From an optimization exercise on the open Yosys and OpenROAD flow, aimed at small area and a short achievable clock period; shortcuts taken in it are not production practice.
Power figures rest on the tool's default switching activity, not on a simulated workload.

== MS ==
==> module common_fa_tag_alloc, before the edit <==
module common_fa_tag_alloc #(
  parameter int unsigned SUBJECT_COUNT_LOG2 = 5,
  parameter int unsigned TAG_WIDTH          = 20
) (
  input  logic                                clk,
  input  logic                                resetn,
  input  logic                                req_valid,
  output logic                                req_ready,
  input  logic [TAG_WIDTH-1:0]                req_tag,
  input  logic                                req_alloc,
  output logic                                resp_valid,
  input  logic                                resp_ready,
  output logic                                resp_hit,
  output logic                                resp_alloc,
  output logic [SUBJECT_COUNT_LOG2-1:0]       resp_index,
  output logic                                resp_evict_valid,
  output logic [TAG_WIDTH-1:0]                resp_evict_tag,
  input  logic                                flush,
  output logic [SUBJECT_COUNT_LOG2-1:0]       lru_waddr,
  output logic                                lru_wen,
  output logic [(1<<SUBJECT_COUNT_LOG2)-1:0]  lru_dvalid,
  input  logic [SUBJECT_COUNT_LOG2-1:0]       lru_qaddr,
  input  logic                                lru_qvalid
);
  localparam int unsigned N  = 1 << SUBJECT_COUNT_LOG2;
  localparam int unsigned IW = SUBJECT_COUNT_LOG2;
  logic [N-1:0]         valid_q;    
  logic [IW-1:0]        count_q;    
  logic [TAG_WIDTH-1:0] tag_q [N];  
  logic          fire_c;
  logic [N-1:0]  match_c;
  logic          hit_c;
  logic          free_c;
  logic          alloc_c;
  logic          evict_c;
  logic [IW-1:0] target_c;
  logic [IW-1:0] waddr_c;
  always_comb begin
    for (int i = 0; i < int'(N); i++) begin
      match_c[i] = valid_q[i] && (tag_q[i] == req_tag);
    end
  end
  assign hit_c    = |match_c;
  assign free_c   = ~valid_q[N-1];
  assign target_c = free_c ? count_q : lru_qaddr;
  always_comb begin
    for (int b = 0; b < int'(IW); b++) begin
      logic [N/2-1:0] ones, zeros;
      for (int k = 0; k < int'(N/2); k++) begin
        zeros[k] = match_c[((k >> b) << (b + 1)) | (k & ((1 << b) - 1))];
        ones[k]  = match_c[((k >> b) << (b + 1)) | (1 << b) | (k & ((1 << b) - 1))];
      end
      waddr_c[b] = target_c[b] ? ~(|zeros) : (|ones);
    end
  end
  logic [TAG_WIDTH-1:0] evict_tag_c;
  always_comb begin
    evict_tag_c = '0;
    for (int i = 0; i < int'(N); i++) begin
      evict_tag_c = evict_tag_c | (tag_q[i] & {TAG_WIDTH{lru_qaddr == IW'(i)}});
    end
  end
  assign req_ready = ~flush & (~resp_valid | resp_ready);
  assign fire_c    = req_valid & req_ready;
  assign alloc_c  = fire_c & ~hit_c & req_alloc & (free_c | lru_qvalid);
  assign evict_c  = alloc_c & ~free_c;
  assign lru_wen    = fire_c & (hit_c | (req_alloc & (free_c | lru_qvalid)));
  assign lru_waddr  = waddr_c;
  assign lru_dvalid = valid_q;
  always_ff @(posedge clk or negedge resetn) begin
    if (!resetn) begin
      valid_q <= '0;
      count_q <= '0;
    end else if (flush) begin
      valid_q <= '0;
      count_q <= '0;
    end else if (alloc_c && free_c) begin
      valid_q <= {valid_q[N-2:0], 1'b1};
      count_q <= count_q + 1'b1;
    end
  end
  always_ff @(posedge clk) begin
    for (int i = 0; i < int'(N); i++) begin
      if (alloc_c && target_c == IW'(i)) begin
        tag_q[i] <= req_tag;
      end
    end
  end
  always_ff @(posedge clk or negedge resetn) begin
    if (!resetn) begin
      resp_valid <= 1'b0;
    end else if (fire_c) begin
      resp_valid <= 1'b1;
    end else if (resp_ready) begin
      resp_valid <= 1'b0;
    end
  end
  always_ff @(posedge clk) begin
    if (fire_c) begin
      resp_hit         <= hit_c;
      resp_alloc       <= alloc_c;
      resp_index       <= waddr_c;
      resp_evict_valid <= evict_c;
      resp_evict_tag   <= evict_tag_c;
    end
  end
endmodule
export LEC_CHECK = 0
export CAP_MARGIN = 20
export CORE_MARGIN = 2
export CORE_UTILIZATION = 50
export CTS_BUF_LIST = sky130_fd_sc_hd__clkbuf_8
export SETUP_SLACK_MARGIN = 1.5
export SLEW_MARGIN = 20
export TNS_END_PERCENT = 10
create_clock -name core_clock -period 6.0 [get_ports {clk}]
run.sh (not shown) runs the stock make flow with config.mk's settings and CLKGATE_MAP_FILE= SYNTH_SCRIPT=/design/flow/synth_recipe.tcl, a recipe that flattens the netlist after the stock synthesis.
Changes in PW relative to MS:
--- a/flow/design.v
+++ b/flow/design.v
@@ -46,17 +46,12 @@
   always_comb begin
     for (int b = 0; b < int'(IW); b++) begin
-      logic [N/2-1:0] ones, zeros;
-      for (int k = 0; k < int'(N/2); k++) begin
-        zeros[k] = match_c[((k >> b) << (b + 1)) | (k & ((1 << b) - 1))];
-        ones[k]  = match_c[((k >> b) << (b + 1)) | (1 << b) | (k & ((1 << b) - 1))];
+      logic one, zero;
+      one  = 1'b0;
+      zero = 1'b0;
+      for (int i = 0; i < int'(N); i++) begin
+        if (i[b]) one  = one  | match_c[i];
+        else      zero = zero | match_c[i];
       end
-      waddr_c[b] = target_c[b] ? ~(|zeros) : (|ones);
-    end
-  end
-  logic [TAG_WIDTH-1:0] evict_tag_c;
-  always_comb begin
-    evict_tag_c = '0;
-    for (int i = 0; i < int'(N); i++) begin
-      evict_tag_c = evict_tag_c | (tag_q[i] & {TAG_WIDTH{lru_qaddr == IW'(i)}});
+      waddr_c[b] = target_c[b] ? ~zero : one;
     end
   end
@@ -102,5 +97,5 @@
       resp_index       <= waddr_c;
       resp_evict_valid <= evict_c;
-      resp_evict_tag   <= evict_tag_c;
+      resp_evict_tag   <= tag_q[lru_qaddr];
     end
   end
Notes after the runs:
- Global-route usage, MS and PW: larger value in MS
- Taking MS as the reference, in PW area fraction in compound gates after synthesis saw an increase, total of cells resized after clock tree synthesis saw an increase.
- Per the comparison of PW with MS, total placed instance area level; clock power share moved down.
- The routed length on met1 number comes out lower for PW vs MS.
- Compared with MS, in PW final area decreased by about 1.1% relative to the old numbers; setup slack after layout increased by 0.033 ns relative to the old numbers; worst reg-to-reg path cell count decreased by 4 relative to the old numbers; post-route clock period utilization decreased by 0.55 points relative to the old numbers; count of non-CTS buffers in the layout decreased by 27 relative to the old numbers.
- When PW is measured against MS, its sequential share of layout area turns out 0.54 points higher.
Function was not checked in any run of this note: the RTL went through the layout flow alone.

-- static timing again, ports no longer ideal --
Ports are ideal in the flow. The routed layouts listed here were re-timed in OpenROAD.
Step 1 sets driving cells, clkbuf_16 on the clock port and buf_2 on the other inputs (assumed; they add their load-dependent delay and slew).
Step 2 adds t to the input delays and takes it off the output delays; t is the mean of the earliest and latest rising clock arrival at the registers after step 1. Input paths then give back, and output paths get back, about the clock's delay inside the block.
a / b / c = no drivers / after step 1 / after step 2; a / b = the first two.
run | t (ns) | setup slack, ns | worst setup path at the end | clock arrival spread, ns
MS | 0.849 | 1.122 / 0.977 / 0.615 | input to register | 0.044 / 0.045
PW | 0.845 | 1.155 / 1.018 / 0.448 | input to register | 0.059 / 0.059
After both steps every run listed still meets setup and hold. The setup slack of PW, which loses most, moves by -0.137 ns with the drivers and by -0.707 ns with both steps.
